From an optimization exercise on the open Yosys and OpenROAD flow, aimed at small area; shortcuts taken in it are not production practice. At most, simulation tests tie the RTL to the original design; equivalence was not proved. Power and IR drop assume default switching activity.

==> module smpq_ctrl, before the edit <==
module smpq_ctrl (
	input  logic       clk,
	input  logic       arst_n,
	input  logic       start,
	input  logic [1:0] cmd_op,
	input  logic       full,
	input  logic       empty,
	input  logic       lt,
	output logic       busy,
	output logic       done,
	output logic [4:0] count,
	output logic       sel_prev,
	output logic       sel_keep,
	output logic       sel_new_n,
	output logic [1:0] rsp_status,
	output logic       show_n
);
	logic [3:0] phase_q;
	logic [4:0] count_q;
	logic       armed_q;
	logic       win_q;
	logic       placed_q;
	logic       done_q;
	logic [1:0] status_q;
	logic       show_q;
	logic is_ins, is_rem, is_peek;
	logic ins_go, read_go;
	logic win, ready, take, last_step, behind, sel_new;
	logic take_ins, take_rem, removed;
	logic at11, at14, at15, feedback;
	assign is_ins  = (cmd_op == smpq_pkg::OP_INSERT);
	assign is_rem  = (cmd_op == smpq_pkg::OP_REMOVE);
	assign is_peek = (cmd_op == smpq_pkg::OP_PEEK);
	assign ins_go  = is_ins && !full;
	assign read_go = (is_rem || is_peek) && !empty;
	assign at11 = (phase_q == 4'd7);
	assign at14 = (phase_q == 4'd12);
	assign at15 = (phase_q == 4'd8);
	assign feedback = phase_q[3] ^ phase_q[2] ^ (phase_q[2:0] == 3'd0);
	assign win       = win_q || (armed_q && ins_go && at15);
	assign last_step = win_q && at14;
	assign behind    = lt && !last_step;
	assign sel_prev  = win && behind;
	assign sel_new   = win && !behind && !(win_q && placed_q);
	assign sel_new_n = !sel_new;
	assign removed   = show_q && at15;
	assign sel_keep  = !win && !(empty || removed) || (win && !behind && win_q && placed_q);
	always_comb begin
		if (ins_go)       ready = last_step;
		else if (read_go) ready = at15;
		else              ready = 1'b1;
	end
	assign busy = !ready;
	assign take = start && ready;
	assign take_ins = take && ins_go;
	assign take_rem = take && is_rem && !empty;
	always_ff @(posedge clk or negedge arst_n) begin
		if (!arst_n) begin
			phase_q <= 4'd0;
			count_q <= 5'd0;
			armed_q <= 1'b0;
			win_q   <= 1'b0;
			done_q  <= 1'b0;
		end else begin
			phase_q <= {take_rem || (phase_q[2] && !take_ins), phase_q[1:0], feedback};
			if (take_ins || take_rem)
				count_q <= count_q + {{4{take_rem}}, 1'b1};
			armed_q <= start && !take && (armed_q || at11);
			win_q   <= win && !last_step;
			done_q  <= take;
		end
	end
	always_ff @(posedge clk) begin
		placed_q <= sel_new || (win_q && placed_q);
		if (is_ins && full)
			status_q <= smpq_pkg::ST_FULL;
		else if ((is_rem || is_peek) && empty)
			status_q <= smpq_pkg::ST_EMPTY;
		else
			status_q <= smpq_pkg::ST_OK;
		show_q <= take && read_go;
	end
	assign done       = done_q;
	assign count      = count_q;
	assign rsp_status = status_q;
	assign show_n     = !show_q;
endmodule
==> module sorted_min_priority_queue_core, before the edit <==
module sorted_min_priority_queue_core (
	input  logic        clk,
	input  logic        arst_n,
	input  logic        start,
	input  logic [1:0]  cmd_op,
	input  logic [31:0] cmd_value,
	output logic        busy,
	output logic        done,
	output logic [31:0] rsp_head,
	output logic [1:0]  rsp_status,
	output logic        rsp_empty,
	output logic [4:0]  rsp_count
);
	logic [4:0]  count;
	logic        full;
	logic        empty;
	logic        key_lt;
	logic        sel_keep;
	logic        sel_prev;
	logic        sel_new_n;
	logic        show_n;
	assign full  = count[4];
	assign empty = (count == 5'd0);
	smpq_ctrl u_ctrl (
		.clk        (clk),
		.arst_n     (arst_n),
		.start      (start),
		.cmd_op     (cmd_op),
		.full       (full),
		.empty      (empty),
		.lt         (key_lt),
		.busy       (busy),
		.done       (done),
		.count      (count),
		.sel_prev   (sel_prev),
		.sel_keep   (sel_keep),
		.sel_new_n  (sel_new_n),
		.rsp_status (rsp_status),
		.show_n     (show_n)
	);
	smpq_datapath u_datapath (
		.clk       (clk),
		.cmd_value (cmd_value),
		.sel_prev  (sel_prev),
		.sel_keep  (sel_keep),
		.sel_new_n (sel_new_n),
		.show_n    (show_n),
		.key_lt    (key_lt),
		.rsp_head  (rsp_head)
	);
	assign rsp_empty = empty;
	assign rsp_count = count;
endmodule
clock: 5.0 ns
lec_check: 0
cap_margin: 20
core_margin: 2
core_utilization: 70
cts_buf_list: sky130_fd_sc_hd__clkbuf_4
cts_cluster_diameter: 50
cts_cluster_size: 10
place_density: 0.85
slew_margin: 20
synth_hierarchical: 1
standard.sh (not shown) runs the stock make flow with config.mk's settings and CLKGATE_MAP_FILE= SYNTH_SCRIPT=/design/flow/synth_recipe.tcl, a recipe that flattens the netlist after the stock synthesis.
==> flow/flow/run.sh <==
#!/bin/bash
# The standard layout, with each port's buffer made of the smallest buffer cell,
# a clock tree without dummy loads.
export BUFFER_PORTS_ARGS="-buffer_cell sky130_fd_sc_hd__buf_1"
export CTS_ARGS="-sink_clustering_enable -repair_clock_nets -sink_clustering_size 10 -sink_clustering_max_diameter 50 -buf_list sky130_fd_sc_hd__clkbuf_4 -dont_use_dummy_load"
bash standard.sh > standard.log 2>&1
The first run ran to the end with no violations.
Edit:
--- a/flow/design.v
+++ b/flow/design.v
@@ -18,10 +18,11 @@
 	input  logic       full,
 	input  logic       empty,
 	input  logic       lt,
 	output logic       busy,
 	output logic       done,
+	output logic [3:0] phase,
 	output logic [4:0] count,
 	output logic       sel_prev,
 	output logic       sel_keep,
 	output logic       sel_new_n,
 	output logic [1:0] rsp_status,
@@ -37,31 +38,26 @@
 	logic       show_q;
 	logic is_ins, is_rem, is_peek;
 	logic ins_go, read_go;
 	logic win, ready, take, last_step, behind, sel_new;
 	logic take_ins, take_rem, removed;
-	logic at11, at14, at15, feedback;
 	assign is_ins  = (cmd_op == smpq_pkg::OP_INSERT);
 	assign is_rem  = (cmd_op == smpq_pkg::OP_REMOVE);
 	assign is_peek = (cmd_op == smpq_pkg::OP_PEEK);
 	assign ins_go  = is_ins && !full;
 	assign read_go = (is_rem || is_peek) && !empty;
-	assign at11 = (phase_q == 4'd7);
-	assign at14 = (phase_q == 4'd12);
-	assign at15 = (phase_q == 4'd8);
-	assign feedback = phase_q[3] ^ phase_q[2] ^ (phase_q[2:0] == 3'd0);
-	assign win       = win_q || (armed_q && ins_go && at15);
-	assign last_step = win_q && at14;
+	assign win       = win_q || (armed_q && ins_go && phase_q == 4'd15);
+	assign last_step = win_q && phase_q == 4'd14;
 	assign behind    = lt && !last_step;
 	assign sel_prev  = win && behind;
 	assign sel_new   = win && !behind && !(win_q && placed_q);
 	assign sel_new_n = !sel_new;
-	assign removed   = show_q && at15;
+	assign removed   = show_q && phase_q == 4'd15;
 	assign sel_keep  = !win && !(empty || removed) || (win && !behind && win_q && placed_q);
 	always_comb begin
 		if (ins_go)       ready = last_step;
-		else if (read_go) ready = at15;
+		else if (read_go) ready = (phase_q == 4'd15);
 		else              ready = 1'b1;
 	end
 	assign busy = !ready;
 	assign take = start && ready;
 	assign take_ins = take && ins_go;
@@ -72,14 +68,14 @@
 			count_q <= 5'd0;
 			armed_q <= 1'b0;
 			win_q   <= 1'b0;
 			done_q  <= 1'b0;
 		end else begin
-			phase_q <= {take_rem || (phase_q[2] && !take_ins), phase_q[1:0], feedback};
+			phase_q <= ((phase_q + 4'd1) & {4{!take_ins}}) | {4{take_rem}};
 			if (take_ins || take_rem)
 				count_q <= count_q + {{4{take_rem}}, 1'b1};
-			armed_q <= start && !take && (armed_q || at11);
+			armed_q <= start && !take && (armed_q || phase_q == 4'd11);
 			win_q   <= win && !last_step;
 			done_q  <= take;
 		end
 	end
 	always_ff @(posedge clk) begin
@@ -91,10 +87,11 @@
 		else
 			status_q <= smpq_pkg::ST_OK;
 		show_q <= take && read_go;
 	end
 	assign done       = done_q;
+	assign phase      = phase_q;
 	assign count      = count_q;
 	assign rsp_status = status_q;
 	assign show_n     = !show_q;
 endmodule
 module smpq_datapath (
@@ -187,10 +184,11 @@
 	output logic [31:0] rsp_head,
 	output logic [1:0]  rsp_status,
 	output logic        rsp_empty,
 	output logic [4:0]  rsp_count
 );
+	logic [3:0]  phase;
 	logic [4:0]  count;
 	logic        full;
 	logic        empty;
 	logic        key_lt;
 	logic        sel_keep;
@@ -207,10 +205,11 @@
 		.full       (full),
 		.empty      (empty),
 		.lt         (key_lt),
 		.busy       (busy),
 		.done       (done),
+		.phase      (phase),
 		.count      (count),
 		.sel_prev   (sel_prev),
 		.sel_keep   (sel_keep),
 		.sel_new_n  (sel_new_n),
 		.rsp_status (rsp_status),
Count of clock-buffer cells in the layout drops by 1.
Clock skew stays flat.
Die area barely changes.
Via count hardly moves.
Power went down by 8.6%.
Design area barely changes.
Register-to-register slack gets worse by 0.04 ns.
Global-route usage goes down by 0.40 points.
Setup slack hardly moves.
For the second run of this note, only the layout was checked, not whether the RTL still works.

[re-timing with driven ports]
The flow's constraints put no driver on any port. The routed layouts listed below were extracted and timed again, unchanged, in two steps.
Step 1: set_driving_cell puts a clkbuf_16 on clk and a buf_2 on each other input, an assumption about the parent block.
Step 2 moves the port delays by t, midway between the first and last clock arrival at a register: inputs arrive t later, outputs are due t later. That takes back most of the time a late clock gives input paths.
a / b / c = ideal ports / drivers / drivers and shift; a / b = the first two.
| run | t (ns) | setup slack, ns | worst setup path at the end | cell pins on the clock port's net |
|---|---|---|---|---|
| the first run | 0.696 | 0.647 / 0.661 / -0.035 | input to register | 1 |
| the second run | 0.684 | 0.644 / 0.655 / -0.029 | input to register | 1 |
With both steps, setup timing fails in the first run and the second run, where it was met with ideal ports. The setup slack of the first run, which loses most, moves by +0.014 ns with the drivers and by -0.682 ns with both steps.
